Background: an optimization exercise with open tools, aiming at small area and a short achievable clock period. Do not read the settings as production practice.
Where RTL was checked, it was by simulation tests only, not by an equivalence proof against the original.
Only the layout flow was run in runs 3 and 4; the RTL was not checked for function there.
No activity file was given, so power comes from the tool's default toggle rates.

[design.v]
package hansen_icache_pkg;
    localparam int LINES    = 16;
    localparam int WORDS    = 4;
    localparam int OFFSET_W = 2;
    localparam int INDEX_W  = 4;
    localparam int TAG_W    = 24;
endpackage
module hansen_icache_aoi222 (input logic a1, a2, b1, b2, c1, c2, output logic y);
    assign y = !((a1 && a2) || (b1 && b2) || (c1 && c2));
endmodule
module hansen_icache_nand2 (input logic a, b, output logic y);
    assign y = !(a && b);
endmodule
module hansen_icache_nand3 (input logic a, b, c, output logic y);
    assign y = !(a && b && c);
endmodule
module hansen_icache_nand4 (input logic a, b, c, d, output logic y);
    assign y = !(a && b && c && d);
endmodule
module hansen_icache_nor2 (input logic a, b, output logic y);
    assign y = !(a || b);
endmodule
module hansen_icache_xnor2 (input logic a, b, output logic y);
    assign y = !(a ^ b);
endmodule
module hansen_icache_and3 (input logic a, b, c, output logic y);
    assign y = a && b && c;
endmodule
module hansen_icache_dec2 (input logic [1:0] a, output logic [3:0] y);
    assign y = 4'b0001 << a;
endmodule
module hansen_icache_rdbit (
    input  logic [63:0] sel,
    input  logic [63:0] d,
    output logic        y
);
    logic [21:0] t;    
    logic [5:0]  u;    
    logic [2:0]  v;
    for (genvar k = 0; k < 21; k++) begin : g_t
        hansen_icache_aoi222 u_t (.a1(sel[3*k]), .a2(d[3*k]), .b1(sel[3*k+1]), .b2(d[3*k+1]),
                                  .c1(sel[3*k+2]), .c2(d[3*k+2]), .y(t[k]));
    end
    hansen_icache_nand2 u_t21 (.a(sel[63]), .b(d[63]), .y(t[21]));
    for (genvar m = 0; m < 5; m++) begin : g_u
        hansen_icache_nand4 u_u (.a(t[4*m]), .b(t[4*m+1]), .c(t[4*m+2]), .d(t[4*m+3]), .y(u[m]));
    end
    hansen_icache_nand2 u_u5 (.a(t[20]), .b(t[21]), .y(u[5]));
    for (genvar n = 0; n < 3; n++) begin : g_v
        hansen_icache_nor2 u_v (.a(u[2*n]), .b(u[2*n+1]), .y(v[n]));
    end
    hansen_icache_nand3 u_y (.a(v[0]), .b(v[1]), .c(v[2]), .y(y));
endmodule
module hansen_icache_tagcmp (
    input  logic [23:0] stored,
    input  logic [23:0] tag,
    input  logic        vsel,
    output logic        y
);
    logic [23:0] eq;
    logic [5:0]  n;
    logic [2:0]  m;
    for (genvar j = 0; j < 24; j++) begin : g_eq
        hansen_icache_xnor2 u_eq (.a(stored[j]), .b(tag[j]), .y(eq[j]));
    end
    for (genvar k = 0; k < 6; k++) begin : g_n
        hansen_icache_nand4 u_n (.a(eq[4*k]), .b(eq[4*k+1]), .c(eq[4*k+2]), .d(eq[4*k+3]), .y(n[k]));
    end
    for (genvar k = 0; k < 3; k++) begin : g_m
        hansen_icache_nor2 u_m (.a(n[2*k]), .b(n[2*k+1]), .y(m[k]));
    end
    hansen_icache_nand4 u_y (.a(m[0]), .b(m[1]), .c(m[2]), .d(vsel), .y(y));
endmodule
module hansen_icache_data (
    input  logic        clk,
    input  logic [3:0]  rd_index,
    input  logic [1:0]  rd_offset,
    input  logic [23:0] rd_tag,
    input  logic [15:0] rd_valid,
    output logic [31:0] rd_data,
    output logic [1:0]  rd_miss,     
    input  logic        wr_en,
    input  logic [3:0]  wr_index,
    input  logic [1:0]  wr_offset,
    input  logic [31:0] wr_data,
    input  logic        tag_we,
    input  logic [23:0] wr_tag
);
    logic [31:0] data_mem [64];
    logic [23:0] tag_mem  [16];
    logic [63:0] word_sel;
    logic [15:0] vsel, line_hit_n;
    logic [3:0]  q;
    logic [3:0]  dec_w, dec_lo, dec_hi;
    hansen_icache_dec2 u_dec_w  (.a(rd_offset),     .y(dec_w));
    hansen_icache_dec2 u_dec_lo (.a(rd_index[1:0]), .y(dec_lo));
    hansen_icache_dec2 u_dec_hi (.a(rd_index[3:2]), .y(dec_hi));
    for (genvar i = 0; i < 16; i++) begin : g_sel
        hansen_icache_and3 u_vsel (.a(rd_valid[i]), .b(dec_lo[i%4]), .c(dec_hi[i/4]), .y(vsel[i]));
        for (genvar j = 0; j < 4; j++) begin : g_w
            hansen_icache_and3 u_wsel (.a(dec_w[j]), .b(dec_lo[i%4]), .c(dec_hi[i/4]), .y(word_sel[i*4+j]));
        end
    end
    for (genvar b = 0; b < 32; b++) begin : g_rd
        logic [63:0] d;
        for (genvar w = 0; w < 64; w++) begin : g_d
            assign d[w] = data_mem[w][b];
        end
        hansen_icache_rdbit u_bit (.sel(word_sel), .d(d), .y(rd_data[b]));
    end
    for (genvar i = 0; i < 16; i++) begin : g_tag
        hansen_icache_tagcmp u_cmp (.stored(tag_mem[i]), .tag(rd_tag), .vsel(vsel[i]), .y(line_hit_n[i]));
    end
    for (genvar k = 0; k < 4; k++) begin : g_q
        hansen_icache_nand4 u_q (.a(line_hit_n[4*k]), .b(line_hit_n[4*k+1]), .c(line_hit_n[4*k+2]),
                                 .d(line_hit_n[4*k+3]), .y(q[k]));
    end
    hansen_icache_nor2 u_miss0 (.a(q[0]), .b(q[1]), .y(rd_miss[0]));
    hansen_icache_nor2 u_miss1 (.a(q[2]), .b(q[3]), .y(rd_miss[1]));
    always_ff @(posedge clk) begin
        for (int i = 0; i < 16; i++) begin
            for (int j = 0; j < 4; j++)
                if (wr_en && wr_index == 4'(i) && wr_offset == 2'(j))
                    data_mem[i*4+j] <= wr_data;
            if (tag_we && wr_index == 4'(i))
                tag_mem[i] <= wr_tag;
        end
    end
endmodule
module hansen_icache #(
    parameter int LINES      = 16,
    parameter int WORDS      = 4,
    parameter int MISS_CNT_W = 16
) (
    input  logic                  clk,
    input  logic                  reset_n,
    input  logic [31:0]           cpu_addr,
    output logic [31:0]           cpu_rdata,
    output logic                  cpu_hit,
    output logic                  cpu_stall,
    input  logic                  flush,
    output logic                  mem_req,
    output logic [31:0]           mem_addr,
    input  logic                  mem_ack,
    input  logic                  mem_rvalid,
    input  logic [31:0]           mem_rdata,
    output logic [MISS_CNT_W-1:0] miss_count
);
    logic        busy;
    logic [15:0] valid;
    logic [1:0]  beat;
    logic        flush_pending;
    logic [27:0] line_addr;
    logic [3:0]  fill_index;
    logic [1:0]  line_miss;
    logic        start_miss, filling, beat_wr, last_beat;
    logic [1:0]  unused_addr_bits;
    assign unused_addr_bits = cpu_addr[1:0];
    assign mem_addr   = {line_addr, 4'b0000};
    assign fill_index = line_addr[3:0];
    assign cpu_hit    = !(busy || (line_miss[0] && line_miss[1]));
    assign cpu_stall  = !cpu_hit;
    assign start_miss = !busy && line_miss[0] && line_miss[1] && !flush;
    assign filling    = busy && !mem_req;
    assign beat_wr    = filling && mem_rvalid;
    assign last_beat  = beat_wr && (beat == 2'd3);
    hansen_icache_data u_data (
        .clk       (clk),
        .rd_index  (cpu_addr[7:4]),
        .rd_offset (cpu_addr[3:2]),
        .rd_tag    (cpu_addr[31:8]),
        .rd_valid  (valid),
        .rd_data   (cpu_rdata),
        .rd_miss   (line_miss),
        .wr_en     (beat_wr),
        .wr_index  (fill_index),
        .wr_offset (beat),
        .wr_data   (mem_rdata),
        .tag_we    (last_beat),
        .wr_tag    (line_addr[27:4])
    );
    always_ff @(posedge clk or negedge reset_n) begin
        if (!reset_n) begin
            busy          <= 1'b0;
            valid         <= '0;
            mem_req       <= 1'b0;
            line_addr     <= '0;
            beat          <= '0;
            miss_count    <= '0;
            flush_pending <= 1'b0;
        end else begin
            if (start_miss) begin
                busy      <= 1'b1;
                mem_req   <= 1'b1;
                line_addr <= cpu_addr[31:4];
                if (miss_count != '1)
                    miss_count <= miss_count + MISS_CNT_W'(1);
            end
            if (mem_req && mem_ack) begin
                mem_req <= 1'b0;
                beat    <= '0;
            end
            if (beat_wr)
                beat <= beat + 2'd1;
            if (last_beat) begin
                busy              <= 1'b0;
                valid[fill_index] <= !flush_pending;
                flush_pending     <= 1'b0;
            end
            if (flush)
                valid <= '0;
            if (flush && busy && !last_beat)
                flush_pending <= 1'b1;
        end
    end
endmodule
[run.sh]
#!/bin/bash
# synth_recipe.tcl (not shown) runs the flow's synth.tcl, then flattens the netlist and writes it again
# the make line also repeats each setting of config.mk as NAME=value (left out here)
make -C /OpenROAD-flow-scripts/flow DESIGN_CONFIG=/design/flow/config.mk WORK_HOME=/design/flow/orfs CLKGATE_MAP_FILE= SYNTH_SCRIPT=/design/flow/synth_recipe.tcl finish
[config.mk]
export PLATFORM = sky130hd
export DESIGN_NAME = hansen_icache
export DESIGN_NICKNAME = hansen_icache
export VERILOG_FILES = /design/flow/design.v
export SDC_FILE = /design/flow/constraint.sdc
export NUM_CORES = 4
export LEC_CHECK = 0
export CAP_MARGIN = 20
export CORE_MARGIN = 2
export CORE_UTILIZATION = 40
export CTS_BUF_LIST = sky130_fd_sc_hd__clkbuf_16
export CTS_CLUSTER_DIAMETER = 60
export CTS_CLUSTER_SIZE = 24
export SETUP_SLACK_MARGIN = 2.0
export SLEW_MARGIN = 20
export SYNTH_HIERARCHICAL = 1
export SYNTH_MINIMUM_KEEP_SIZE = 0
[constraint.sdc]
create_clock -name core_clock -period 5.5 [get_ports {clk}]
set_input_delay 1.1000 -clock core_clock [delete_from_list [all_inputs] [get_ports {clk}]]
set_output_delay 1.1000 -clock core_clock [all_outputs]
set_load 0.01 [all_outputs]
==> impl_metrics.csv, run 1 <==
group,metric,value,unit
pwr,clkPwrFrac,33.1,%
cts,cts_tree,"yes",
worst_setup_path,end_kind,"output port",
route,drc,0,
worst_setup_path,r2r_start,"beat[1]$_DFFE_PN0P_",
route,num_vias,53200,
route,firstDrtPassIters,10,
die,pin_count,152,
synthesis,syn_area,90100,µm²
grt,track_usage,22.7,%
synthesis,synth_seq_area_share,82.8,%
route,routed_wl,268000,µm
pwr,switching_share,24.9,%
cts,hold_buffers,0,
worst_setup_path,crit_type,"input pin to output port",
worst_setup_path,cp.arrival,3.65,ns
timing,final_max_slew_viol_count,0,
timing,max_slew_margin,36.7,%
outcome,status,"finished clean",
synthesis,ys_top_cells_by_area,"edfxtp_1, a222oi_1, xnor2_1",
pwr,leakage,35.7,nW
die,dieArea,229000,µm²
synthesis,synth_cells,4545,
grt,grt_pass1_vias,50500,
pwr,p_comb_share,8.9,%
worst_setup_path,crit_required,4.40,ns
worst_setup_path,worstSetupStartpoint,"cpu_addr[4]",
cts,cts.sinks,2497,
route,drtIter0Drc,9534,
finish,layout_commonest_cell,"edfxtp_1",
die,core-area,224000,µm²
pwr,p_seq_share,58.0,%
die,initial_utilization,40.2,%
synthesis,synth-async-reset-ratio,2.60,%
pwr,p_per_area,351,nW/µm²
route,avgRoutedWirePerCell,30.7,µm
run,max_cap_violations,0,
synthesis,ys_warn_count,12,
finish,final_cell_mix,"edfxtp_1, a222oi_1, buf_4, xnor2_1, nand4_1",
worst_setup_path,cp_max_fo,7,
route,avgViaCountPerCell,6.10,
synthesis,synth_top_area_cell,"edfxtp_1",
die,die_w,479,µm
cts,clk_pin_slew,0.08,ns
cts,cts-buffers-inserted,154,
placement,port_buffers,145,
worst_setup_path,start_kind,"input pin",
cts,clockBufferDepth,3,
placement,dpl.hpwl,152000,µm
synthesis,synth_cell_types,66,
synthesis,synth-edff-count,2432,
finish,layout.nets,5683,
finish,drive_gt1_share,26.0,%
die,die_h,479,µm
timing,fmax,0.210,GHz
synthesis,yosys_register_bits,2497,
route,ant_nets,0,
finish,synthToLayoutAreaGrowth,23.2,%
pwr,internal_power,29.3,mW
timing,rsz0062_at_grt,"yes",
timing,min_period,4.75,ns
cts,clock_tree.root_cell,"clkbuf_16",
worst_hold_path,hold_path_class,"input pin to async pin",
synthesis,synth.top_cell.area_share,81.0,%
timing,hold_viol,0,
die,rows,174,
grt,grt_overflow_total,0,
cts,clk_latency,0.84,ns
synthesis,ys.flop_type,"edfxtp_1",
synthesis,syn_avg_cell_area,19.8,µm²
timing,clock_skew,0.0639,ns
grt,grt_first_pass_wirelength,373000,µm
timing,period_share,86.4,%
placement,place_congestion,0.802,
timing,setup_viol,0,
timing,tns,0,ns
cts,cts_max_level,4,
timing,worstMarginPinSlew,0.949,ns
pwr,total_power,39.0,mW
pwr,peakVddDrop,324,µV
timing,worst_slack,0.748,ns
pwr,switching_power,9.72,mW
placement,dp_slack,-0.629,ns
grt,antenna_found_initial,16,
grt,grt_max_degree,66,
[sequential cells by signal (all words and copies together), names as in the netlist]
signal,count
valid,16
u_data.data_mem,2048
u_data.tag_mem,384
line_addr,28
miss_count,16
beat,2
mem_req,1
flush_pending,1
busy,1
[what timing repair did]
item,CTS,global route
setup buffers,145,43
setup endpoints to repair,178,473
gates resized for setup,620,124
pin swaps,318,151
cloned,57,3
[area by class of cell]
cell class              instances  area, µm²
diodes                          4       10.0
clock buffers                 159       3980
well taps                    2992       3740
repair buffers                901       9810
clock inverters               113       1460
fillers                     18200     113000
multi-input cells            2042      17300
flip-flops and latches       2497      74700
inverters                      12       45.0
[synth_stat cells, drive strengths merged, types with 7 or more instances]
cell type,count
o21ai,14
buf,20
nor2,236
nand2,163
nand4,286
edfxtp,2432
nor2b,8
nor3,14
inv,11
xnor2,385
xor2,10
and3,80
dfrtp,65
a222oi,672
clkbuf,7
nand3,42
[final timing paths]
| kind | endpoint | slack (ns) | depth (start not counted) |
|---|---|---|---|
| max | cpu_rdata[22] | 0.75 | 13 |
| max reg2reg | u_data.tag_mem[8][4]$_DFFE_PP_ | 2.21 | 5 |
| min | miss_count[4]$_DFFE_PN0P_ | 0.42 | 1 |
| min reg2reg | miss_count[0]$_DFFE_PN0P_ | 0.54 | 1 |
| min in group core_clock | miss_count[0]$_DFFE_PN0P_ | 0.54 | 1 |
| max in group asynchronous | line_addr[2]$_DFFE_PN0P_ | 4.35 | 1 |
[Yosys stat by module (local to each module, per instance), excerpt]
module                copies in the design  flops+latches
hansen_icache_aoi222                   672              0
hansen_icache_nor2                     146              0
hansen_icache_xnor2                    384              0
hansen_icache_nand4                    276              0
hansen_icache_dec2                       3              0
hansen_icache                            1             65
hansen_icache_nand3                     32              0
hansen_icache_nand2                     64              0
hansen_icache_and3                      80              0
hansen_icache_data                       1           2432
[logic make-up (layout without fill, tap and decap cells)]
logic type      count (synthesis)  in the layout  share of synthesized area, %
flops                        2497           2497                          82.8
simple gates                  885            915                          5.16
compound gates                716            716                          7.80
xor+xnor                      395            395                          3.84
buf+inv                        39           1185                         0.214
fa+ha+maj                       6              6                        0.0833
mux                             6              6                        0.0763
other cells                     1              8                       0.00416
[power by group through the flow]
stage / combinational, mW / clock, mW / sequential, mW
global placement: 3.03 / 0 / 23.0
floorplan: 1.16 / 0 / 22.7
detailed placement: 3.07 / 0 / 23.1
global route: 3.64 / 13.7 / 22.7
CTS: 3.41 / 13.1 / 22.6
finish: 3.47 / 12.9 / 22.6
[through the flow]
step           hold WS (ns)  util [%]  std cells  instance area (µm²)
3_3_place_gp          0.509      44.9       8196               101000
5_1_grt               0.435      49.5       8716               111000
6_report              0.416      49.5       8720               111000
2_1_floorplan         0.495         -       4548                90500
3_5_place_dp          0.526      44.9       8196               101000
4_1_cts               0.380      49.1       8670               110000
[critical path, stage by stage]
cell and delay (ns):
buf_8 0.10, buf_6 0.12, and2b_4 0.25, buf_12 0.18, buf_8 0.13, and3_4 0.20
buf_12 0.13, a222oi_1 0.39, nand4_1 0.34, nor2_2 0.29, nand3_1 0.13, buf_6 0.15
buf_6 0.11
[metal layers]
metal	vias up	GRT usage (%)	routed length, µm
li1	22100	-	-
met1	27700	31.7	105000
met2	3023	36.1	127000
met3	368	4.00	26600
met4	10	7.15	9210
met5	-	0	69
==> run 2, diff against run 1 <==
--- a/config.mk
+++ b/config.mk
@@ -11,6 +11,7 @@
 export CTS_BUF_LIST = sky130_fd_sc_hd__clkbuf_16
 export CTS_CLUSTER_DIAMETER = 60
 export CTS_CLUSTER_SIZE = 24
+export GPL_TIMING_DRIVEN = 1
 export SETUP_SLACK_MARGIN = 2.0
 export SLEW_MARGIN = 20
 export SYNTH_HIERARCHICAL = 1
==> run 2 against run 1 <==
Net effect:
- critical path depth is the same
- core utilization unchanged
- wire length did not move
- critical path type unchanged
- maximum frequency unchanged
- synthesized cell count unchanged
- clock-buffer cell count unchanged
- cell count stayed put
- largest power group unchanged
==> impl_metrics.csv, run 2 <==
group,metric,value,unit
timing,period_share,86.4,%
synthesis,ys_top_cells_by_area,"edfxtp_1, a222oi_1, xnor2_1",
finish,largest_register_ffs,2048,
timing,rsz0062_at_grt,"yes",
timing,final_max_slew_viol_count,0,
placement,dpl.hpwl,152000,µm
worst_setup_path,start_kind,"input pin",
cts,cts_tree,"yes",
worst_setup_path,r2r_start,"beat[1]$_DFFE_PN0P_",
run,max_cap_violations,0,
placement,port_buffers,145,
synthesis,synth_seq_area_share,82.8,%
finish,synthToLayoutAreaGrowth,23.2,%
timing,min_period,4.75,ns
pwr,peakVddDrop,324,µV
die,die_w,479,µm
finish,nFillCells,18200,
grt,grt_pass1_vias,50500,
cts,clockBufferDepth,3,
grt,grt_first_pass_wirelength,373000,µm
finish,final_cell_mix,"edfxtp_1, a222oi_1, buf_4, xnor2_1, nand4_1",
synthesis,synth-async-reset-ratio,2.60,%
cts,clk_latency,0.84,ns
die,dieArea,229000,µm²
pwr,switching_power,9.72,mW
cts,clock_tree.root_cell,"clkbuf_16",
grt,antenna_found_initial,16,
pwr,internal_power,29.3,mW
route,avgViaCountPerCell,6.10,
grt,grt_max_degree,66,
synthesis,ys_top_cells_by_count,"edfxtp_1, a222oi_1, xnor2_1, nand4_1, nor2_1",
worst_setup_path,cp.arrival,3.65,ns
timing,clock_skew,0.0639,ns
worst_setup_path,worstSetupStartpoint,"cpu_addr[4]",
synthesis,synth-edff-count,2432,
route,wl_met1,105000,µm
finish,layout_commonest_cell,"edfxtp_1",
worst_setup_path,end_kind,"output port",
worst_setup_path,r2r_cells,5,
synthesis,ys.flop_type,"edfxtp_1",
finish,regMostFlops,"u_data.data_mem",
synthesis,syn_avg_cell_area,19.8,µm²
grt,grt_overflow_total,0,
timing,worstMarginPinSlew,0.949,ns
route,avgRoutedWirePerCell,30.7,µm
cts,cts.sinks,2497,
cts,clk_pin_slew,0.08,ns
worst_setup_path,max_stage_delay,0.39,ns
route,routed_wl,268000,µm
cts,cts-buffers-inserted,154,
route,highest_layer,"met5",
pwr,leakage,35.7,nW
finish,layout.nets,5683,
worst_setup_path,worstPathCellList,"buf_8, buf_6, and2b_4, buf_12, buf_8, and3_4, buf_12, a222oi_1, nand4_1, nor2_2, nand3_1, buf_6, buf_6",
finish,final_util,49.5,%
die,pin_count,152,
worst_hold_path,hold_path_class,"input pin to async pin",
worst_setup_path,slowest_stage,"a222oi_1",
route,num_vias,53200,
pwr,p_seq_share,58.0,%
timing,max_slew_margin,36.7,%
die,die_h,479,µm
synthesis,yosysMostFrequentCell,"edfxtp_1",
finish,reg_top3,"u_data.data_mem (2048), u_data.tag_mem (384), line_addr (28)",
finish,drive_gt1_share,26.0,%
synthesis,synth_top_area_cell,"edfxtp_1",
finish,final_area,111000,µm²
outcome,status,"finished clean",
timing,setup_viol,0,
pwr,p_comb_share,8.9,%
timing,fmax,0.210,GHz
synthesis,synth.top_cell.area_share,81.0,%
synthesis,synth_cells,4545,
placement,place_congestion,0.802,
worst_setup_path,crit_required,4.40,ns
route,ant_nets,0,
die,initial_utilization,40.2,%
synthesis,synth_cell_types,66,
synthesis,ys_warn_count,12,
die,core-area,224000,µm²
placement,dpl_cell_area,101000,µm²
route,route.met3.wl,26600,µm
worst_setup_path,crit_type,"input pin to output port",
route,wl_met2,127000,µm
grt,track_usage,22.7,%
route,firstDrtPassIters,10,
route,drc,0,
timing,hold_viol,0,
cts,cts_max_level,4,
pwr,clkPwrFrac,33.1,%
die,rows,174,
route,drtIter0Drc,9534,
worst_setup_path,crit_top_cell,"buf_6",
worst_setup_path,cp_max_fo,7,
synthesis,syn_area,90100,µm²
synthesis,yosys_register_bits,2497,
pwr,p_per_area,351,nW/µm²
pwr,switching_share,24.9,%
[run 2: cell counts after synthesis]
Identical to the previous run, type by type.
[run 2: timing repair]
item | 4_1_cts | 5_1_grt
hold buffers | 0 | 0
setup buffers | 145 | 43
cloned | 57 | 3
gates resized for setup | 620 | 124
pin swaps | 318 | 151
endpoints found under the setup margin | 178 | 473
[run 2: layout make-up]
cell class | count | area (µm²) | share of cell area (%)
Sequential cell | 2497 | 74700 | 67.2
Multi-Input combinational cell | 2042 | 17300 | 15.6
Timing Repair Buffer | 901 | 9810 | 8.83
Clock buffer | 159 | 3980 | 3.58
Tap cell | 2992 | 3740 | 3.37
Clock inverter | 113 | 1460 | 1.31
Inverter | 12 | 45.0 | 0.0406
Antenna cell | 4 | 10.0 | 0.00901
[run 2: critical path, delay by kind of cell]
family                 cells  cell delay, ns
and+or+nand+nor            5            1.21
buffers and inverters      7            0.92
AOI/OAI and AO/OA          1            0.39
[run 2: final timing paths]
| check | endpoint | slack, ns |
|---|---|---|
| setup reg to reg | u_data.tag_mem[8][4]$_DFFE_PP_ | 2.21 |
| min in group core_clock | miss_count[0]$_DFFE_PN0P_ | 0.54 |
| hold / removal | miss_count[4]$_DFFE_PN0P_ | 0.42 |
| hold reg to reg | miss_count[0]$_DFFE_PN0P_ | 0.54 |
| max in group asynchronous | line_addr[2]$_DFFE_PN0P_ | 4.35 |
| setup / recovery | cpu_rdata[22] | 0.75 |
[run 2: modules after synthesis, one instance, submodules excluded, excerpt]
module	copies in the design	cells inside	flops+latches
hansen_icache_data	1	2552	2432
hansen_icache	1	327	65
hansen_icache_dec2	3	4	0
hansen_icache_xnor2	384	1	0
hansen_icache_nand4	276	1	0
hansen_icache_and3	80	1	0
hansen_icache_nand3	32	1	0
hansen_icache_nor2	146	1	0
hansen_icache_nand2	64	1	0
[run 2: layer usage]
metal / track usage, % / up-vias
met4: 7.15 / 10
met1: 31.7 / 27700
met2: 36.1 / 3023
li1: - / 22100
met3: 4.00 / 368
met5: 0 / -
[run 2: power groups by stage]
| stage | registers, mW | logic (mW) | clock network (mW) |
|---|---|---|---|
| 2_1_floorplan | 22.7 | 1.16 | 0 |
| 3_3_place_gp | 23.0 | 3.03 | 0 |
| 3_5_place_dp | 23.1 | 3.07 | 0 |
| 4_1_cts | 22.6 | 3.41 | 13.1 |
| 5_1_grt | 22.7 | 3.64 | 13.7 |
| 6_report | 22.6 | 3.47 | 12.9 |
[run 2: cell families after synthesis]
kind of cell	Yosys count	share of synthesized area, %
adder cells (fa/ha/maj)	6	0.0833
multiplexers	6	0.0763
AND/OR/NAND/NOR	885	5.16
flip-flops	2497	82.8
AO/OA/AOI/OAI	716	7.80
XOR/XNOR	395	3.84
buffers and inverters	39	0.214
other	1	0.00416
[run 2: stage by stage]
step	setup WS (ns)	hold WS (ns)	std cells	setup TNS, ns	power (mW)
floorplan	1.55	0.495	4548	0	23.9
global placement	-0.659	0.509	8196	-8.03	26.1
detailed placement	-0.629	0.526	8196	-5.22	26.1
CTS	0.803	0.380	8670	0	39.1
global route	0.764	0.435	8716	0	40.1
finish	0.748	0.416	8720	0	39.0
==> run 3, diff against run 2 <==
--- a/design.v
+++ b/design.v
@@ -22,12 +22,6 @@
 endmodule
 module hansen_icache_xnor2 (input logic a, b, output logic y);
     assign y = !(a ^ b);
-endmodule
-module hansen_icache_and3 (input logic a, b, c, output logic y);
-    assign y = a && b && c;
-endmodule
-module hansen_icache_dec2 (input logic [1:0] a, output logic [3:0] y);
-    assign y = 4'b0001 << a;
 endmodule
 module hansen_icache_rdbit (
     input  logic [63:0] sel,
@@ -91,14 +85,11 @@
     logic [63:0] word_sel;
     logic [15:0] vsel, line_hit_n;
     logic [3:0]  q;
-    logic [3:0]  dec_w, dec_lo, dec_hi;
-    hansen_icache_dec2 u_dec_w  (.a(rd_offset),     .y(dec_w));
-    hansen_icache_dec2 u_dec_lo (.a(rd_index[1:0]), .y(dec_lo));
-    hansen_icache_dec2 u_dec_hi (.a(rd_index[3:2]), .y(dec_hi));
-    for (genvar i = 0; i < 16; i++) begin : g_sel
-        hansen_icache_and3 u_vsel (.a(rd_valid[i]), .b(dec_lo[i%4]), .c(dec_hi[i/4]), .y(vsel[i]));
-        for (genvar j = 0; j < 4; j++) begin : g_w
-            hansen_icache_and3 u_wsel (.a(dec_w[j]), .b(dec_lo[i%4]), .c(dec_hi[i/4]), .y(word_sel[i*4+j]));
+    always_comb begin
+        for (int i = 0; i < 16; i++) begin
+            vsel[i] = rd_valid[i] && (rd_index == 4'(i));
+            for (int j = 0; j < 4; j++)
+                word_sel[i*4+j] = (rd_index == 4'(i)) && (rd_offset == 2'(j));
         end
     end
     for (genvar b = 0; b < 32; b++) begin : g_rd
--- a/config.mk
+++ b/config.mk
@@ -8,10 +8,6 @@
 export CAP_MARGIN = 20
 export CORE_MARGIN = 2
 export CORE_UTILIZATION = 40
-export CTS_BUF_LIST = sky130_fd_sc_hd__clkbuf_16
-export CTS_CLUSTER_DIAMETER = 60
-export CTS_CLUSTER_SIZE = 24
-export GPL_TIMING_DRIVEN = 1
 export SETUP_SLACK_MARGIN = 2.0
 export SLEW_MARGIN = 20
 export SYNTH_HIERARCHICAL = 1
==> run 3 against run 2 <==
Net effect:
- still clean
- flip-flop and latch count stayed put
- clock-buffer cell count is 150 higher
- critical path depth is 1 higher
- total power is 8.9% higher
- wire length is 1.1% lower
==> impl_metrics.csv, run 3 <==
group,metric,value,unit
placement,dp_cells,8121,
die,dieArea,229000,µm²
die,rows,174,
timing,setup_viol,0,
timing,worstMarginPinSlew,1.01,ns
pwr,peakVddDrop,317,µV
timing,worst_slack,0.762,ns
finish,layout_commonest_cell,"edfxtp_1",
worst_setup_path,slowest_stage,"nor2_4",
cts,clockBufferDepth,3,
worst_setup_path,cp_max_fo,7,
pwr,p_per_area,378,nW/µm²
finish,drive_gt1_share,24.7,%
grt,antenna_found_initial,13,
synthesis,synth_top_area_cell,"edfxtp_1",
timing,fmax,0.211,GHz
timing,final_max_slew_viol_count,0,
finish,final_area,112000,µm²
worst_setup_path,cpLargestDelayFamily,"simple AND/OR/NAND/NOR gates",
cts,cts_tree,"yes",
synthesis,syn_area,90300,µm²
cts,clk_latency,0.88,ns
worst_setup_path,crit_cells,14,
cts,cts.sinks,2497,
synthesis,ys_top_cells_by_area,"edfxtp_1, a222oi_1, xnor2_1",
synthesis,synth_seq_area_share,82.7,%
grt,grt_overflow_total,0,
die,die_h,479,µm
cts,cts_max_level,4,
finish,instances_no_fill,8773,
cts,cts-buffers-inserted,240,
route,drc,0,
finish,regMostFlops,"u_data.data_mem",
cts,clock_tree.root_cell,"clkbuf_16",
synthesis,syn_avg_cell_area,19.8,µm²
worst_setup_path,r2r_cells,6,
finish,final_util,50.1,%
worst_setup_path,max_stage_delay,0.40,ns
worst_setup_path,critPathBufInv,8,
finish,reg_top3,"u_data.data_mem (2048), u_data.tag_mem (384), line_addr (28)",
timing,holdWs,0.322,ns
synthesis,ys.flop_type,"edfxtp_1",
timing,period_share,86.1,%
synthesis,synth_cells,4547,
worst_hold_path,hold_path_class,"input pin to async pin",
die,core-area,224000,µm²
timing,rsz0062_at_grt,"yes",
grt,grt_first_pass_wirelength,372000,µm
timing,clock_skew,0.0480,ns
synthesis,synth_cell_types,67,
route,avgRoutedWirePerCell,30.2,µm
placement,place_congestion,0.824,
placement,port_buffers,145,
finish,final_cell_mix,"edfxtp_1, a222oi_1, buf_4, xnor2_1, nand4_1",
worst_setup_path,crit_type,"input pin to output port",
placement,dpl.hpwl,148000,µm
worst_setup_path,crit_required,4.40,ns
pwr,leakage,35.5,nW
route,num_vias,52600,
finish,synthToLayoutAreaGrowth,24.5,%
worst_setup_path,start_kind,"input pin",
grt,grt_pass1_vias,50800,
synthesis,yosysMostFrequentCell,"edfxtp_1",
route,drtIter0Drc,8718,
finish,layout.nets,5650,
die,pin_count,152,
synthesis,ys_top_cells_by_count,"edfxtp_1, a222oi_1, xnor2_1, nor2_1, nand4_1",
placement,dpl_cell_area,101000,µm²
cts,hold_buffers,0,
grt,grt_max_degree,66,
synthesis,synth.top_cell.area_share,80.9,%
synthesis,synth-async-reset-ratio,2.60,%
worst_setup_path,cp.arrival,3.64,ns
synthesis,synth-edff-count,2432,
route,avgViaCountPerCell,6.00,
placement,dp_slack,-0.375,ns
outcome,status,"finished clean",
die,die_w,479,µm
finish,largest_register_ffs,2048,
route,ant_nets,0,
pwr,total_power,42.5,mW
route,firstDrtPassIters,8,
worst_setup_path,end_kind,"output port",
synthesis,ys_warn_count,12,
timing,hold_viol,0,
run,max_cap_violations,0,
timing,tns,0,ns
synthesis,yosys_register_bits,2497,
worst_setup_path,worstPathCellList,"buf_6, buf_12, buf_8, or4b_4, buf_12, nor2_4, buf_12, buf_4, a222oi_1, nand4_1, nor2_4, buf_6, nand3_4, buf_6",
route,routed_wl,265000,µm
timing,min_period,4.74,ns
timing,max_slew_margin,32.5,%
cts,clk_pin_slew,0.06,ns
grt,track_usage,22.6,%
die,initial_utilization,40.2,%
run 3: area by class of cell:
class | count | area, µm²
Antenna cell | 7 | 17.5
Clock buffer | 309 | 6380
Clock inverter | 132 | 1380
Fill cell | 18000 | 112000
Inverter | 25 | 93.8
Multi-Input combinational cell | 2007 | 17300
Sequential cell | 2497 | 74700
Tap cell | 2992 | 3740
Timing Repair Buffer | 804 | 8770
run 3: cells by family (layout without fill, tap and decap cells):
group	Yosys count	count (layout)	share of synthesized area (%)
buf+inv	65	1270	0.323
other cells	1	11	0.00415
xor+xnor	394	394	3.82
compound gates	726	726	7.86
mux	32	32	0.401
fa+ha+maj	6	6	0.0832
flops	2497	2497	82.7
simple gates	826	845	4.79
run 3: worst paths after layout:
| check | start | endpoint | slack, ns |
|---|---|---|---|
| min | reset_n | line_addr[4]$_DFFE_PN0P_ | 0.32 |
| min reg2reg | flush_pending$_DFFE_PN0P_ | flush_pending$_DFFE_PN0P_ | 0.51 |
| max in group asynchronous | reset_n | line_addr[24]$_DFFE_PN0P_ | 4.39 |
| max reg2reg | beat[0]$_DFFE_PN0P_ | u_data.tag_mem[0][0]$_DFFE_PP_ | 2.29 |
| min in group core_clock | flush_pending$_DFFE_PN0P_ | flush_pending$_DFFE_PN0P_ | 0.51 |
| max | cpu_addr[7] | cpu_rdata[19] | 0.76 |
run 3: metal layers:
layer  track usage, %  routed length, µm  up-vias
met5                0                 34        -
li1                 -                  -    22000
met2             35.7             124000     2867
met4             8.47               9780        6
met3             4.20              26400      409
met1             31.1             104000    27300
run 3: what timing repair did:
| item | CTS | global route |
|---|---|---|
| setup buffers | 147 | 25 |
| gates resized for setup | 469 | 79 |
| gates cloned | 32 | 0 |
| setup endpoints to repair | 59 | 118 |
| pin swaps | 205 | 88 |
run 3: worst reg2reg max path, stage by stage (launching register included):
cell and delay, ns:
dfrtp_2 0.70, ha_1 0.26, nand4b_2 0.28, inv_1 0.23, or3b_2 0.55, nor3_4 0.43
buf_4 0.40
run 3: where the power goes:
| part | switching [mW] | total, mW | internal (mW) |
|---|---|---|---|
| Combinational | 2.32 | 3.48 | 1.16 |
| Clock | 7.06 | 16.3 | 9.21 |
| Sequential | 0.718 | 22.7 | 22.0 |
run 3: Yosys stat by module (local to each module, per instance), a selection:
module | cell area [µm²] | flops+latches | cells inside | times used
hansen_icache_nand4 | 6.26 | 0 | 1 | 276
hansen_icache_nand2 | 3.75 | 0 | 1 | 64
hansen_icache_nor2 | 3.75 | 0 | 1 | 146
hansen_icache | 3280 | 65 | 294 | 1
hansen_icache_nand3 | 5.00 | 0 | 1 | 32
hansen_icache_data | 74200 | 2432 | 2679 | 1
hansen_icache_aoi222 | 10.0 | 0 | 1 | 672
hansen_icache_xnor2 | 8.76 | 0 | 1 | 384
==> run 4, diff against run 3 <==
--- a/config.mk
+++ b/config.mk
@@ -7,7 +7,11 @@
 export LEC_CHECK = 0
 export CAP_MARGIN = 20
 export CORE_MARGIN = 2
-export CORE_UTILIZATION = 40
+export CORE_UTILIZATION = 60
+export CTS_BUF_LIST = sky130_fd_sc_hd__clkbuf_16
+export CTS_CLUSTER_DIAMETER = 60
+export CTS_CLUSTER_SIZE = 24
+export PLACE_DENSITY = 0.75
 export SETUP_SLACK_MARGIN = 2.0
 export SLEW_MARGIN = 20
 export SYNTH_HIERARCHICAL = 1
==> run 4 against run 3 <==
Net effect:
- sequential power hardly changed
- critical path depth is 1 higher
- critical endpoint is now cpu_rdata[22]
- register-to-register slack worse by 0.16 ns
- total power down 11%
- via count grew 3.7%
- die area decreased by 33%
- largest power group unchanged
- wire length is 0.17% higher
- non-clock buffer count decreased by 21
==> impl_metrics.csv, run 4 <==
group,metric,value,unit
worst_setup_path,r2r_cells,6,
synthesis,syn_area,90300,µm²
pwr,clkPwrFrac,30.7,%
die,die_h,392,µm
finish,drive_gt1_share,22.6,%
worst_setup_path,crit_required,4.40,ns
worst_setup_path,slowest_stage,"a222oi_1",
route,drtIter0Drc,12800,
die,dieArea,154000,µm²
worst_setup_path,worstPathCellList,"buf_6, buf_12, buf_8, or4b_4, buf_4, nor2_4, buf_12, buf_12, buf_16, a222oi_1, nand4_1, nor2_1, buf_4, nand3_4, buf_6",
run,max_cap_violations,0,
worst_setup_path,cp.arrival,3.78,ns
placement,dp_slack,-0.259,ns
timing,tns,0,ns
pwr,internal_power,28.5,mW
worst_setup_path,cp_max_fo,7,
grt,grt_pass1_vias,52200,
grt,grt_overflow_total,0,
cts,clk_latency,0.82,ns
route,avgRoutedWirePerCell,35.0,µm
finish,largest_register_ffs,2048,
synthesis,synth-async-reset-ratio,2.60,%
worst_setup_path,cpLargestDelayFamily,"buffers and inverters",
timing,worst_slack,0.621,ns
pwr,switching_power,9.29,mW
die,pin_count,152,
finish,regMostFlops,"u_data.data_mem",
route,routed_wl,265000,µm
synthesis,synth.top_cell.area_share,80.9,%
timing,fmax,0.205,GHz
placement,dpl.hpwl,139000,µm
timing,worstMarginPinSlew,1.19,ns
timing,final_max_slew_viol_count,0,
outcome,status,"finished clean",
timing,setup_viol,0,
cts,cts.sinks,2497,
pwr,p_comb_share,9.4,%
cts,clockBufferDepth,3,
synthesis,synth_seq_area_share,82.7,%
timing,min_period,4.88,ns
synthesis,yosysMostFrequentCell,"edfxtp_1",
worst_setup_path,crit_type,"input pin to output port",
synthesis,ys_warn_count,12,
worst_setup_path,max_stage_delay,0.41,ns
timing,max_slew_margin,20.4,%
cts,hold_buffers,0,
cts,clk_pin_slew,0.08,ns
route,firstDrtPassIters,17,
cts,cts_tree,"yes",
die,die_w,392,µm
timing,rsz0062_at_grt,"yes",
cts,cts_max_level,4,
timing,hold_viol,0,
finish,synthToLayoutAreaGrowth,19.8,%
grt,grt_max_degree,65,
pwr,p_seq_share,59.9,%
synthesis,synth-edff-count,2432,
grt,grt_first_pass_wirelength,370000,µm
route,num_vias,54600,
worst_setup_path,crit_cells,15,
synthesis,syn_avg_cell_area,19.8,µm²
synthesis,ys.flop_type,"edfxtp_1",
die,core-area,150000,µm²
synthesis,yosys_register_bits,2497,
finish,nFillCells,8453,
placement,place_congestion,0.873,
worst_setup_path,start_kind,"input pin",
finish,layout_commonest_cell,"edfxtp_1",
placement,port_buffers,145,
finish,layout.nets,5548,
die,initial_utilization,60.3,%
worst_setup_path,end_kind,"output port",
synthesis,synth_cells,4547,
cts,cts-buffers-inserted,140,
route,avgViaCountPerCell,7.21,
synthesis,ys_top_cells_by_area,"edfxtp_1, a222oi_1, xnor2_1",
grt,antenna_found_initial,4,
pwr,p_per_area,350,nW/µm²
pwr,switching_share,24.5,%
cts,clock_tree.root_cell,"clkbuf_16",
pwr,peakVddDrop,376,µV
route,drc,0,
finish,reg_top3,"u_data.data_mem (2048), u_data.tag_mem (384), line_addr (28)",
timing,clock_skew,0.0346,ns
worst_hold_path,hold_path_class,"input pin to async pin",
worst_setup_path,crit_top_cell,"buf_12",
route,ant_nets,0,
synthesis,synth_cell_types,67,
worst_setup_path,critPathBufInv,9,
die,rows,142,
grt,track_usage,34.1,%
synthesis,ys_top_cells_by_count,"edfxtp_1, a222oi_1, xnor2_1, nor2_1, nand4_1",
synthesis,synth_top_area_cell,"edfxtp_1",
timing,period_share,88.7,%
finish,final_cell_mix,"edfxtp_1, a222oi_1, xnor2_1, buf_4, nand4_1",
pwr,leakage,34.0,nW
-- run 4: cell counts after synthesis --
No cell type changed its count.
-- run 4: cell type report --
type,count,area (µm²),area share (%)
Clock buffer,145,3630,3.36
Antenna cell,1,2.50,0.00231
Inverter,25,97.6,0.0903
Sequential cell,2497,74700,69.1
Clock inverter,80,903,0.836
Tap cell,2016,2520,2.33
Timing Repair Buffer,783,8970,8.29
Multi-Input combinational cell,2026,17300,16.0
-- run 4: path summary, 6_finish.rpt --
kind | start | slack, ns | endpoint
max in group asynchronous | reset_n | 4.23 | line_addr[12]$_DFFE_PN0P_
min | reset_n | 0.12 | line_addr[27]$_DFFE_PN0P_
max reg2reg | beat[0]$_DFFE_PN0P_ | 2.13 | u_data.tag_mem[3][16]$_DFFE_PP_
min reg2reg | flush_pending$_DFFE_PN0P_ | 0.51 | flush_pending$_DFFE_PN0P_
max | cpu_addr[6] | 0.62 | cpu_rdata[22]
min in group core_clock | flush_pending$_DFFE_PN0P_ | 0.51 | flush_pending$_DFFE_PN0P_
-- run 4: per-module statistics from Yosys, one instance, submodules excluded, a selection --
| module | copies in the design | cells |
|---|---|---|
| hansen_icache_data | 1 | 2679 |
| hansen_icache | 1 | 294 |
| hansen_icache_aoi222 | 672 | 1 |
| hansen_icache_xnor2 | 384 | 1 |
| hansen_icache_nand4 | 276 | 1 |
| hansen_icache_nand3 | 32 | 1 |
| hansen_icache_nand2 | 64 | 1 |
| hansen_icache_nor2 | 146 | 1 |
-- run 4: power by group through the flow --
stage | clock network [mW] | registers (mW) | logic [mW]
after floorplan | 0 | 22.9 | 1.24
after global placement | 0 | 23.1 | 3.04
after detailed placement | 0 | 23.1 | 3.14
after CTS | 11.5 | 22.7 | 3.39
final | 11.6 | 22.7 | 3.56
after global routing | 12.2 | 22.8 | 3.68
-- run 4: what timing repair did --
item,CTS,global route
setup endpoints to repair,134,38
gates resized for setup,483,89
setup buffers,218,36
gates cloned,58,5
pin swaps,231,97
-- run 4: cells by family after synthesis --
logic type	share of synthesized area [%]
buffers and inverters	0.323
multiplexers	0.401
flip-flops	82.7
other	0.00415
adder cells (fa/ha/maj)	0.0832
XOR/XNOR	3.82
AND/OR/NAND/NOR	4.79
AO/OA/AOI/OAI	7.86
-- run 4: routing by layer --
layer	vias up	track usage [%]	wire, µm
met1	27100	45.4	87800
met3	781	9.84	40500
met4	6	15.7	14600
met2	4938	52.6	123000
met5	-	0	23
li1	21700	-	-
-- run 4: metrics by stage --
step / instances / hold slack (ns) / power (mW) / utilization [%] / cell area (µm²)
3_3_place_gp: 7009 / 0.482 / 26.1 / 65.6 / 98100
3_5_place_dp: 7026 / 0.487 / 26.2 / 65.9 / 98600
4_1_cts: 7527 / 0.0908 / 37.6 / 71.7 / 107000
2_1_floorplan: 4550 / 0.463 / 24.1 / - / 90900
6_report: 7573 / 0.124 / 37.8 / 72.3 / 108000
5_1_grt: 7572 / 0.0970 / 38.7 / 72.3 / 108000
==> run 5, diff against run 4 <==
--- a/design.v
+++ b/design.v
@@ -22,6 +22,12 @@
 endmodule
 module hansen_icache_xnor2 (input logic a, b, output logic y);
     assign y = !(a ^ b);
+endmodule
+module hansen_icache_and3 (input logic a, b, c, output logic y);
+    assign y = a && b && c;
+endmodule
+module hansen_icache_dec2 (input logic [1:0] a, output logic [3:0] y);
+    assign y = 4'b0001 << a;
 endmodule
 module hansen_icache_rdbit (
     input  logic [63:0] sel,
@@ -82,22 +88,30 @@
 );
     logic [31:0] data_mem [64];
     logic [23:0] tag_mem  [16];
-    logic [63:0] word_sel;
+    logic [63:0] word_sel [2];
     logic [15:0] vsel, line_hit_n;
     logic [3:0]  q;
-    always_comb begin
-        for (int i = 0; i < 16; i++) begin
-            vsel[i] = rd_valid[i] && (rd_index == 4'(i));
-            for (int j = 0; j < 4; j++)
-                word_sel[i*4+j] = (rd_index == 4'(i)) && (rd_offset == 2'(j));
-        end
+    logic [3:0]  dec_w [2], dec_lo [2], dec_hi [2];
+    for (genvar c = 0; c < 2; c++) begin : g_dec
+        hansen_icache_dec2 u_dec_w  (.a(rd_offset),     .y(dec_w[c]));
+        hansen_icache_dec2 u_dec_lo (.a(rd_index[1:0]), .y(dec_lo[c]));
+        hansen_icache_dec2 u_dec_hi (.a(rd_index[3:2]), .y(dec_hi[c]));
+        for (genvar i = 0; i < 16; i++) begin : g_sel
+            for (genvar j = 0; j < 4; j++) begin : g_w
+                hansen_icache_and3 u_wsel (.a(dec_w[c][j]), .b(dec_lo[c][i%4]), .c(dec_hi[c][i/4]),
+                                           .y(word_sel[c][i*4+j]));
+            end
+        end
+    end
+    for (genvar i = 0; i < 16; i++) begin : g_vsel
+        hansen_icache_and3 u_vsel (.a(rd_valid[i]), .b(dec_lo[0][i%4]), .c(dec_hi[0][i/4]), .y(vsel[i]));
     end
     for (genvar b = 0; b < 32; b++) begin : g_rd
         logic [63:0] d;
         for (genvar w = 0; w < 64; w++) begin : g_d
             assign d[w] = data_mem[w][b];
         end
-        hansen_icache_rdbit u_bit (.sel(word_sel), .d(d), .y(rd_data[b]));
+        hansen_icache_rdbit u_bit (.sel(word_sel[b/16]), .d(d), .y(rd_data[b]));
     end
     for (genvar i = 0; i < 16; i++) begin : g_tag
         hansen_icache_tagcmp u_cmp (.stored(tag_mem[i]), .tag(rd_tag), .vsel(vsel[i]), .y(line_hit_n[i]));
--- a/config.mk
+++ b/config.mk
@@ -12,7 +12,7 @@
 export CTS_CLUSTER_DIAMETER = 60
 export CTS_CLUSTER_SIZE = 24
 export PLACE_DENSITY = 0.75
-export SETUP_SLACK_MARGIN = 2.0
+export SETUP_SLACK_MARGIN = 1.0
 export SLEW_MARGIN = 20
 export SYNTH_HIERARCHICAL = 1
 export SYNTH_MINIMUM_KEEP_SIZE = 0
==> run 5 against run 4 <==
Net effect:
- wire length shrank 9.8%
- clock power is 4% lower
- sequential share of layout area increased by 1.1 points
- core utilization decreased by 1.2 points
- first-iteration DRC count down 20%
- combinational power down 12%
- final area is 1.5% lower
- maximum frequency increased by 4.0%
- critical endpoint is now cpu_rdata[0]
- worst hold slack gained 0.29 ns
- clock skew down 0.0016 ns
- highest routed layer unchanged
- global-route usage fell by 3.4 points
- flip-flop and latch count stayed put
==> impl_metrics.csv, run 5 <==
group,metric,value,unit
finish,synthToLayoutAreaGrowth,17.7,%
cts,cts-buffers-inserted,136,
synthesis,ys.flop_type,"edfxtp_1",
finish,drive_gt1_share,21.4,%
pwr,p_per_area,348,nW/µm²
synthesis,synth_cells,4559,
synthesis,synth-edff-count,2432,
finish,instances_no_fill,7486,
finish,largest_register_ffs,2048,
pwr,leakage,33.9,nW
cts,cts_max_level,4,
worst_hold_path,hold_path_class,"input pin to async pin",
route,routed_wl,239000,µm
route,avgViaCountPerCell,7.03,
synthesis,synth_top_family_by_area,"compound AO/OA/AOI/OAI gates",
synthesis,syn_area,90500,µm²
cts,clk_pin_slew,0.08,ns
grt,grt_overflow_total,0,
synthesis,synth.top_cell.area_share,80.7,%
timing,holdWs,0.415,ns
timing,min_period,4.69,ns
cts,cts.sinks,2497,
worst_setup_path,max_stage_delay,0.51,ns
die,initial_utilization,60.4,%
worst_setup_path,start_kind,"input pin",
worst_setup_path,slowest_stage,"a222oi_1",
worst_setup_path,critPathBufInv,6,
placement,place_congestion,0.874,
route,ant_nets,0,
finish,reg_top3,"u_data.data_mem (2048), u_data.tag_mem (384), line_addr (28)",
outcome,status,"finished clean",
placement,dpl.hpwl,136000,µm
cts,hold_buffers,0,
synthesis,ys_top_cells_by_count,"edfxtp_1, a222oi_1, xnor2_1, nand4_1, nor2_1",
timing,worst_slack,0.808,ns
worst_setup_path,crit_top_cell,"buf_6",
timing,final_max_slew_viol_count,0,
timing,setup_viol,0,
synthesis,ys_top_cells_by_area,"edfxtp_1, a222oi_1, xnor2_1",
timing,max_slew_margin,24.6,%
worst_setup_path,end_kind,"output port",
synthesis,yosysMostFrequentCell,"edfxtp_1",
placement,port_buffers,145,
synthesis,syn_avg_cell_area,19.8,µm²
synthesis,synthXorXnorAreaFrac,3.83,%
placement,dpl_cell_area,99200,µm²
finish,final_util,71.1,%
finish,layout.nets,5465,
synthesis,synth_cell_types,54,
finish,layout_commonest_cell,"edfxtp_1",
finish,final_cell_mix,"edfxtp_1, a222oi_1, buf_4, xnor2_1, nand4_1",
finish,nFillCells,8621,
cts,clockBufferDepth,3,
route,drc,0,
finish,multi_input_area,17300,µm²
worst_setup_path,worstPathCellList,"buf_6, buf_8, buf_12, buf_12, and2_4, and3_4, a222oi_1, nand4_1, nor2_1, nand3_2, buf_6, buf_6",
timing,hold_viol,0,
synthesis,synthSimpleGateAreaFrac,5.28,%
synthesis,synth_compound_area_share,7.72,%
run,max_cap_violations,0,
finish,seq_area,74700,µm²
worst_setup_path,crit_required,4.40,ns
finish,regMostFlops,"u_data.data_mem",
synthesis,synth-async-reset-ratio,2.60,%
timing,period_share,85.3,%
synthesis,ys_warn_count,16,
route,drtIter0Drc,10200,
grt,grt_max_degree,66,
placement,dp_cells,7153,
worst_setup_path,r2r_slack,2.02,ns
die,dieArea,154000,µm²
synthesis,yosys_register_bits,2497,
worst_setup_path,cpLargestDelayFamily,"simple AND/OR/NAND/NOR gates",
grt,track_usage,30.7,%
synthesis,synth_seq_area_share,82.5,%
finish,antenna_cells,0,
worst_setup_path,cp_max_fo,8,
die,die_h,392,µm
worst_setup_path,cp.arrival,3.59,ns
die,pin_count,152,
timing,worstMarginPinSlew,1.13,ns
timing,rsz0062_at_grt,"yes",
grt,antenna_found_initial,3,
synthesis,synth_top_area_cell,"edfxtp_1",
route,avgRoutedWirePerCell,32.0,µm
die,rows,142,
placement,dp_slack,-0.362,ns
route,num_vias,52600,
synthesis,synth_mux_area_share,0.386,%
timing,clock_skew,0.0330,ns
cts,clock_tree.root_cell,"clkbuf_16",
cts,cts_tree,"yes",
worst_setup_path,crit_type,"input pin to output port",
grt,grt_pass1_vias,50000,
pwr,peakVddDrop,319,µV
synthesis,synthAdderAreaFrac,0.0830,%
route,firstDrtPassIters,10,
timing,fmax,0.213,GHz
grt,grt_first_pass_wirelength,341000,µm
cts,clk_latency,0.82,ns
die,core-area,150000,µm²
die,die_w,392,µm
finish,final_area,106000,µm²
[run 5: cell types whose count changed after synthesis, moves of 5 or more]
cell	previous run	this run
and2_2	0	6
and2b_2	0	6
o21ai_1	4	16
nand4bb_1	12	7
or4b_1	7	0
nand4_1	293	279
a21oi_1	7	2
and3_1	4	146
nor2b_1	3	20
clkbuf_1	22	8
nor2_1	315	247
inv_1	25	7
o2111ai_1	7	0
nor3_1	13	7
[run 5: modules after synthesis (local to each module, per instance), excerpt]
module               cell area [µm²]  cells  times used
hansen_icache                   2990    265           1
hansen_icache_xnor2             8.76      1         384
hansen_icache_nand4             6.26      1         276
hansen_icache_nand3             5.00      1          32
hansen_icache_nor2              3.75      1         146
hansen_icache_nand2             3.75      1          64
[run 5: layout make-up]
class                      count  share of cell area (%)
sequential                  2497                    70.1
tap                         2016                    2.37
clock buffer                 137                    3.22
timing repair buffer         702                    7.17
multi-input combinational   2045                    16.2
clock inverter                81                   0.847
inverter                       8                  0.0282
[run 5: path summary, 6_finish.rpt]
| path | from | end | cells past startpoint |
|---|---|---|---|
| max | cpu_addr[6] | cpu_rdata[0] | 12 |
| max in group asynchronous | reset_n | line_addr[6]$_DFFE_PN0P_ | 1 |
| min reg2reg | miss_count[5]$_DFFE_PN0P_ | miss_count[5]$_DFFE_PN0P_ | 1 |
| min in group core_clock | miss_count[5]$_DFFE_PN0P_ | miss_count[5]$_DFFE_PN0P_ | 1 |
| min | reset_n | miss_count[5]$_DFFE_PN0P_ | 1 |
| max reg2reg | beat[1]$_DFFE_PN0P_ | u_data.tag_mem[0][4]$_DFFE_PP_ | 6 |
[run 5: logic make-up after synthesis]
| group | count (synthesis) |
|---|---|
| buf+inv | 31 |
| simple gates | 882 |
| xor+xnor | 396 |
| other cells | 1 |
| flops | 2497 |
| mux | 31 |
| fa+ha+maj | 6 |
| compound gates | 715 |
[run 5: what timing repair did]
item,4_1_cts,5_1_grt
gates cloned,31,2
pin swaps,287,153
setup buffers,66,16
resized for setup,555,61
setup endpoints to repair,34,33
[run 5: layer usage]
layer	wire [µm]	up-vias	global-route usage, %
met2	112000	4017	47.2
met4	7320	2	9.79
met1	87400	26600	44.6
met3	33000	435	6.65
met5	11	-	0
li1	-	21600	-
[run 5: stage by stage]
step	power, mW	TNS (ns)
floorplan	24.0	0
global placement	25.9	-6.62
detailed placement	26.0	-5.27
CTS	36.9	0
global route	37.9	0
finish	37.0	0
[run 5: report_power, final]
group / switching [mW] / internal [mW] / total (mW)
logic: 1.99 / 1.14 / 3.12
registers: 0.822 / 22.0 / 22.8
clock network: 6.03 / 5.08 / 11.1
==> run 6, diff against run 5 <==
--- a/config.mk
+++ b/config.mk
@@ -12,7 +12,7 @@
 export CTS_CLUSTER_DIAMETER = 60
 export CTS_CLUSTER_SIZE = 24
 export PLACE_DENSITY = 0.75
-export SETUP_SLACK_MARGIN = 1.0
+export SETUP_SLACK_MARGIN = 2.0
 export SLEW_MARGIN = 20
 export SYNTH_HIERARCHICAL = 1
 export SYNTH_MINIMUM_KEEP_SIZE = 0
==> run 6 against run 5 <==
Net effect:
- still clean on timing, DRC and antenna
- worst hold slack got worse by 0.015 ns
- global-route usage decreased by 0.18 points
- final area about the same
- total power about the same
- critical path type unchanged
- largest cell class unchanged
==> impl_metrics.csv, run 6 <==
group,metric,value,unit
pwr,peakVddDrop,481,µV
route,avgViaCountPerCell,7.07,
die,pin_count,152,
finish,nFillCells,8609,
worst_setup_path,crit_required,4.40,ns
grt,grt_max_degree,66,
timing,setup_viol,0,
die,initial_utilization,60.4,%
finish,drive_gt1_share,20.5,%
synthesis,ys_warn_count,16,
cts,clk_latency,0.82,ns
finish,largest_register_ffs,2048,
pwr,total_power,37.0,mW
die,die_w,392,µm
grt,grt_overflow_total,0,
route,num_vias,52500,
worst_setup_path,crit_top_cell,"buf_12",
worst_setup_path,slowest_stage,"a222oi_1",
placement,place_congestion,0.834,
synthesis,syn_area,90500,µm²
finish,layout_commonest_cell,"edfxtp_1",
timing,final_max_slew_viol_count,0,
synthesis,synth_cells,4559,
timing,fmax,0.218,GHz
finish,synthToLayoutAreaGrowth,17.7,%
run,max_cap_violations,0,
synthesis,synth.top_cell.area_share,80.7,%
pwr,leakage,33.8,nW
synthesis,synth-async-reset-ratio,2.60,%
finish,reg_top3,"u_data.data_mem (2048), u_data.tag_mem (384), line_addr (28)",
worst_setup_path,crit_type,"input pin to output port",
pwr,p_per_area,348,nW/µm²
route,drc,0,
grt,grt_pass1_vias,49400,
cts,hold_buffers,0,
finish,final_cell_mix,"edfxtp_1, a222oi_1, xnor2_1, buf_4, nand4_1",
timing,worstMarginPinSlew,0.986,ns
die,rows,142,
finish,final_area,106000,µm²
synthesis,ys.flop_type,"edfxtp_1",
synthesis,synth_cell_types,54,
cts,cts-buffers-inserted,136,
placement,dpl_cell_area,98900,µm²
synthesis,yosys_register_bits,2497,
die,core-area,150000,µm²
route,avgRoutedWirePerCell,32.0,µm
cts,cts.sinks,2497,
die,die_h,392,µm
synthesis,yosysMostFrequentCell,"edfxtp_1",
outcome,status,"finished clean",
synthesis,syn_avg_cell_area,19.8,µm²
finish,final_util,71.1,%
finish,instances_no_fill,7426,
placement,dpl.hpwl,136000,µm
synthesis,synth-edff-count,2432,
timing,hold_viol,0,
worst_setup_path,cp.arrival,3.50,ns
timing,min_period,4.60,ns
synthesis,ys_top_cells_by_area,"edfxtp_1, a222oi_1, xnor2_1",
placement,port_buffers,145,
cts,cts_tree,"yes",
worst_setup_path,worstPathCellList,"buf_12, buf_12, and2_4, buf_12, and3_4, buf_12, a222oi_1, nand4_1, nor2_1, buf_4, nand3_2, buf_6, buf_6",
grt,track_usage,30.6,%
cts,cts_max_level,4,
grt,grt_first_pass_wirelength,339000,µm
route,firstDrtPassIters,10,
worst_setup_path,start_kind,"input pin",
cts,clockBufferDepth,3,
route,routed_wl,238000,µm
finish,layout.nets,5409,
synthesis,synth_top_area_cell,"edfxtp_1",
timing,period_share,83.6,%
worst_setup_path,cpLargestDelayFamily,"buffers and inverters",
worst_setup_path,cp_max_fo,8,
worst_setup_path,max_stage_delay,0.43,ns
worst_setup_path,end_kind,"output port",
route,drtIter0Drc,10300,
synthesis,synth_seq_area_share,82.5,%
timing,clock_skew,0.0378,ns
worst_hold_path,hold_path_class,"input pin to async pin",
route,ant_nets,0,
synthesis,ys_top_cells_by_count,"edfxtp_1, a222oi_1, xnor2_1, nand4_1, nor2_1",
cts,clock_tree.root_cell,"clkbuf_16",
placement,dp_cells,7099,
worst_setup_path,critPathBufInv,7,
timing,rsz0062_at_grt,"yes",
grt,antenna_found_initial,4,
die,dieArea,154000,µm²
finish,regMostFlops,"u_data.data_mem",
cts,clk_pin_slew,0.08,ns
timing,max_slew_margin,34.1,%
run 6: cells by family after synthesis:
family / after synthesis / synth area share, %
flip-flops: 2497 / 82.5
AND/OR/NAND/NOR: 882 / 5.28
AO/OA/AOI/OAI: 715 / 7.72
XOR/XNOR: 396 / 3.83
multiplexers: 31 / 0.386
buffers and inverters: 31 / 0.167
adder cells (fa/ha/maj): 6 / 0.0830
other: 1 / 0.00415
run 6: cell type report:
class	instances	area, µm²	share of cell area [%]
Antenna cell	1	2.50	0.00235
Inverter	8	30.0	0.0282
Clock inverter	74	776	0.729
Clock buffer	139	3480	3.27
Multi-Input combinational cell	2044	17300	16.3
Timing Repair Buffer	647	7650	7.19
Sequential cell	2497	74700	70.1
Tap cell	2016	2520	2.37
run 6: repair_timing:
action,4_1_cts,5_1_grt
buffers inserted,57,11
cloned,40,2
pin swaps,299,95
setup endpoints to repair,70,107
gates resized for setup,629,32
run 6: final timing paths:
check	start	to	slack, ns	cells past startpoint
worst max-delay path	cpu_addr[3]	cpu_rdata[7]	0.90	13
worst max register to register	beat[1]$_DFFE_PN0P_	u_data.tag_mem[3][9]$_DFFE_PP_	2.15	6
max in group asynchronous	reset_n	line_addr[5]$_DFFE_PN0P_	4.41	1
worst min register to register	miss_count[6]$_DFFE_PN0P_	miss_count[6]$_DFFE_PN0P_	0.51	1
worst min-delay path	reset_n	miss_count[4]$_DFFE_PN0P_	0.40	1
min in group core_clock	miss_count[6]$_DFFE_PN0P_	miss_count[6]$_DFFE_PN0P_	0.51	1
run 6: routing by layer:
| metal | wire (µm) | part of all wire (%) | track usage, % | up-vias |
|---|---|---|---|---|
| met1 | 85300 | 36 | 44.0 | 26500 |
| met4 | 8680 | 3.6 | 10.5 | 2 |
| met3 | 33300 | 14 | 6.71 | 448 |
| met5 | 13 | 0.0055 | 0 | - |
| met2 | 111000 | 46 | 46.9 | 3998 |
| li1 | - | - | - | 21500 |
run 6: report_power, final:
group	internal (mW)	total [mW]	switching [mW]
registers	22.0	22.8	0.872
logic	1.19	3.17	1.98
clock network	5.10	11.0	5.92
run 6: stage by stage:
step / worst slack (ns) / hold slack, ns / TNS [ns]
finish: 0.904 / 0.400 / 0
global route: 0.866 / 0.450 / 0
CTS: 0.990 / 0.435 / 0
detailed placement: -0.256 / 0.496 / -2.61
global placement: -0.157 / 0.490 / -0.875
floorplan: 1.75 / 0.481 / 0
run 6: worst register-to-register path, cell delays in order (launching register included):
cell and delay [ns]:
dfrtp_1 0.79, ha_1 0.27, nand4b_1 0.20, inv_2 0.26, or3b_1 0.52, nor2_2 0.58
buf_4 0.39
run 6: per-module statistics from Yosys (local to each module, per instance), a selection:
module	area, µm²	flops+latches	cells inside	copies in the design
hansen_icache	2990	65	265	1
hansen_icache_nand4	6.26	0	1	276
hansen_icache_nand3	5.00	0	1	32
hansen_icache_xnor2	8.76	0	1	384
hansen_icache_and3	6.26	0	1	144
hansen_icache_data	73700	2432	2552	1
hansen_icache_aoi222	10.0	0	1	672
hansen_icache_dec2	26.3	0	4	6
hansen_icache_nand2	3.75	0	1	64
hansen_icache_nor2	3.75	0	1	146

static timing again, ports no longer ideal:
The flow's constraints put no driver on any port. The routed layouts listed below were extracted and timed again, unchanged, in two steps.
Step 1 sets driving cells, clkbuf_16 on the clock port and buf_2 on the other inputs (assumed; they add their load-dependent delay and slew).
Step 2 also shifts input and output timing later by t, the mid clock arrival at the registers, as if the neighbouring blocks saw the same clock.
a / b / c = ideal / step 1 / step 2; a / b = the first two.
| run | t (ns) | slack for setup (ns) | hold slack, ns |
|---|---|---|---|
| run 1 | 0.893 | 0.748 / 0.661 / 0.661 | 0.416 / 0.354 / 0.540 |
| run 2 | 0.893 | 0.748 / 0.661 / 0.661 | 0.416 / 0.354 / 0.540 |
| run 3 | 0.956 | 0.762 / 0.691 / 0.691 | 0.322 / 0.265 / 0.509 |
| run 4 | 0.890 | 0.621 / 0.586 / 0.586 | 0.124 / 0.072 / 0.511 |
| run 5 | 0.895 | 0.808 / 0.689 / 0.689 | 0.415 / 0.355 / 0.512 |
| run 6 | 0.875 | 0.904 / 0.843 / 0.843 | 0.400 / 0.347 / 0.511 |
After both steps every run listed still meets setup and hold. For run 5, which loses most, drivers alone change the setup slack by -0.119 ns; drivers and shift together by -0.119 ns.
